Context: an optimization exercise on an open-source flow, tuned for small area, a short achievable clock period and few clock cycles per item. The choices shown serve that exercise and are no tape-out recipe.
Where RTL was checked, it was by simulation tests only, not by an equivalence proof against the original.

== violet ==
==> flow/design.v (excerpt) <==
module timer_multiplexer_min_heap_core (
    input  logic        clk,
    input  logic        rst_n,
    input  logic        req_valid,
    output logic        req_ready,
    input  logic        req_operation,
    input  logic [31:0] req_timeout,
    input  logic [7:0]  req_callback_handle,
    output logic        rsp_valid,
    input  logic        rsp_ready,
    output logic [2:0]  rsp_kind,
    output logic [7:0]  rsp_fired_handle,
    output logic [31:0] rsp_delay_ms,
    output logic        rsp_last
);
Size in the first run: ~5600 cells after synthesis, roughly 840 flip-flops, roughly 0.057 mm² of cells after synthesis.
Settings: LEC_CHECK=0, ABC_CLOCK_PERIOD_IN_PS=4000, CAP_MARGIN=20, CORE_MARGIN=2, CORE_UTILIZATION=65, CTS_CLUSTER_DIAMETER=100, CTS_CLUSTER_SIZE=25, PLACE_DENSITY=0.8, SETUP_SLACK_MARGIN=2.8, SLEW_MARGIN=20, TNS_END_PERCENT=10; clock period 7.0 ns.
run.sh (not shown) runs the stock make flow with config.mk's settings and CLKGATE_MAP_FILE= SYNTH_SCRIPT=/design/flow/synth_recipe.tcl, a recipe that flattens the netlist after the stock synthesis.
Every stage of the flow completed for violet, and the final layout passed the timing, design-rule and antenna checks.
Testbench counts of violet, summed over its fixed seeds: cycles 6,709, requests 4,800.
Relative to violet, the following input files were edited for garnet:
- CTS_CLUSTER_DIAMETER: 100 -> 90
- CTS_CLUSTER_SIZE: 25 -> 22
Notes after the runs:
Between violet and garnet, the portion of the clock cycle consumed by the worst path in the final layout does not differ in any meaningful way.
Higher routing usage on met2 was reported by garnet, not violet.
Between violet and garnet, the flow reports final area increasing slightly.
Compared with violet, garnet degrades via count.
Route | garnet vs violet | wire longer in garnet
Taking violet as the reference, in garnet number of buffers added by the clock tree synthesis step +about 12%.
Modified inputs, sierra compared to garnet
- CTS_CLUSTER_DIAMETER no longer set, was 90
- CTS_CLUSTER_SIZE no longer set, was 22
[summary]
Cmp sierra vs garnet: achievable frequency lower in sierra. Taking garnet over sierra, the detailed route wirelength on metal3 ratio works out to 0.895. sierra vs. garnet: number of ordinary and repair buffers in the finished layout increased 14; setup slack of the critical path after layout decreased 0.036 ns; final instance count without filler cells increased 1.6%. Post-route fraction of the period consumed by the critical path for sierra: 0.52 points up relative to garnet.
[inputs] fjord vs sierra
- setting CTS_BUF_LIST to sky130_fd_sc_hd__clkbuf_4 sky130_fd_sc_hd__clkbuf_8 for the first time
Results
- Summary of fjord over sierra: shortest clock period the worst path allows after layout moved up, count of buffers not belonging to the clock network in the layout now sits lower.
- Re sequential cell count: no difference whatsoever between fjord and sierra.
- Diff sierra -> fjord: number of nets in the layout saw an increase, worst hold slack saw a decrease.

* * *

== v5 ==
timer_multiplexer_min_heap_core, a different RTL version from the one above (not shown whole).
Size in the first run: ~5,500 cells after synthesis, ~57,000 um^2 of cells after synthesis.
clock: 7.0 ns
lec_check: 0
abc_clock_period_in_ps: 4000
cap_margin: 20
core_margin: 2
core_utilization: 65
place_density: 0.8
setup_slack_margin: 2.5
slew_margin: 20
Input-level comparison between v53 and v5:
# v5
export LEC_CHECK = 0
export ABC_CLOCK_PERIOD_IN_PS = 4000
export CAP_MARGIN = 20
export CORE_MARGIN = 2
export CORE_UTILIZATION = 65
export PLACE_DENSITY = 0.8
export SETUP_SLACK_MARGIN = 2.5
export SLEW_MARGIN = 20
create_clock -name core_clock -period 7.0 [get_ports {clk}]
# v53
export LEC_CHECK = 0
export ABC_CLOCK_PERIOD_IN_PS = 4000
export CAP_MARGIN = 20
export CORE_MARGIN = 2
export CORE_UTILIZATION = 40
export SETUP_SLACK_MARGIN = 3.0
export SLEW_MARGIN = 20
create_clock -name core_clock -period 7.0 [get_ports {clk}]
### Flow results
v53: full flow OK, the timing, design-rule and antenna checks passed. From v53 to v5, number of synthesized flops with an enable pin did not move at all. Total of fill cells in the finished design: v53 higher than v5. From v5 to v53 the numbers moved as follows: worst setup slack -0.21 ns; clock period minus worst slack increased 0.21 ns; effective utilization at floorplan fell 25 points. Per the comparison of v53 with v5, utilization decreased 21 points, area growth from synthesis to final layout increased 18 points.
> inputs changed (v53 -> v35)
# v53
export LEC_CHECK = 0
export ABC_CLOCK_PERIOD_IN_PS = 4000
export CAP_MARGIN = 20
export CORE_MARGIN = 2
export CORE_UTILIZATION = 40
export SETUP_SLACK_MARGIN = 3.0
export SLEW_MARGIN = 20
create_clock -name core_clock -period 7.0 [get_ports {clk}]
# v35
export LEC_CHECK = 0
export ABC_CLOCK_PERIOD_IN_PS = 4500
export CAP_MARGIN = 20
export CORE_MARGIN = 2
export CORE_UTILIZATION = 65
export SETUP_SLACK_MARGIN = 1.5
export SLEW_MARGIN = 20
create_clock -name core_clock -period 7.0 [get_ports {clk}]
Results
Both conditions hold for v35: the flow ran to the end and the final layout passed the timing, design-rule and antenna checks. v53 leaves more setup margin than v35. Final setup skew for v35: 0.016 ns down relative to v53. Looking at die area, v35 sits about 40% lower than v53 does. Looking at routed via count across v53 and v35, the one that comes out lower is v35.
No run of this note included a check of the RTL's function; only the layout flow was run.

* * *

oak:
timer_multiplexer_min_heap_core, a different RTL version from the one above (not shown whole).
For scale: ~890 flip-flops, roughly 58,000 sq um of cells after synthesis.
clock: 7.0 ns
lec_check: 0
abc_clock_period_in_ps: 4000
cap_margin: 20
core_margin: 2
core_utilization: 65
place_density: 0.8
setup_slack_margin: 2.5
slew_margin: 20
Testbench counts of oak, summed over its fixed seeds: cycles 6,709, requests 4,800.
#### Input delta (pine over oak)
diff --git a/flow/config.mk b/flow/config.mk
--- a/flow/config.mk
+++ b/flow/config.mk
@@ -6,9 +6,9 @@
 export NUM_CORES = 4
 export LEC_CHECK = 0
-export ABC_CLOCK_PERIOD_IN_PS = 4000
+export ABC_CLOCK_PERIOD_IN_PS = 3500
 export CAP_MARGIN = 20
 export CORE_MARGIN = 2
 export CORE_UTILIZATION = 65
 export PLACE_DENSITY = 0.8
-export SETUP_SLACK_MARGIN = 2.5
+export SETUP_SLACK_MARGIN = 3.2
 export SLEW_MARGIN = 20
- Comparing post-CTS setup buffer count for pine and oak, the smaller number came from oak.
- pine reports a lower worst-case setup slack after placement than oak does.
- On post-placement cell area, pine and oak are neck and neck.
- The log for pine ends in 5_1_grt with error GRT-0232, so the run never completed.
- The flow did not stop early for oak: all stages ran, and the layout cleared the timing, design-rule and antenna checks.
- pine vs. oak: count of hold-fix buffers inserted at cts level, HPWL after detailed placement shows no meaningful change.

afterwards: timing with drivers on the ports:
The results above use ideal ports. As a check the final layouts listed here were re-extracted and re-timed, cells and wires unchanged.
Step 1 sets driving cells, clkbuf_16 on the clock port and buf_2 on the other inputs (assumed; they add their load-dependent delay and slew).
Step 2 moves the port delays by t, midway between the first and last clock arrival at a register: inputs arrive t later, outputs are due t later. That takes back most of the time a late clock gives input paths.
a / b / c = ideal / step 1 / step 2; a / b = the first two.
run	t, ns	setup WS [ns]	slew at the worst register clock pin (ns)	cell pins on the clock port's net
violet	0.700	2.662 / 2.662 / 2.125	0.12 / 0.12	1
garnet	0.722	2.665 / 2.665 / 2.072	0.10 / 0.10	1
sierra	0.733	2.629 / 2.629 / 2.146	0.07 / 0.07	1
fjord	0.899	2.619 / 2.619 / 2.091	0.07 / 0.07	1
v5	0.751	2.375 / 2.298 / 1.989	0.07 / 0.07	1
v53	0.793	2.169 / 2.169 / 2.169	0.07 / 0.07	1
v35	0.752	1.586 / 1.515 / 1.609	0.07 / 0.07	1
oak	0.764	2.449 / 2.449 / 1.998	0.07 / 0.07	1
After both steps every run listed still meets setup and hold. The setup slack of garnet, which loses most, moves by 0.000 ns with the drivers and by -0.593 ns with both steps.
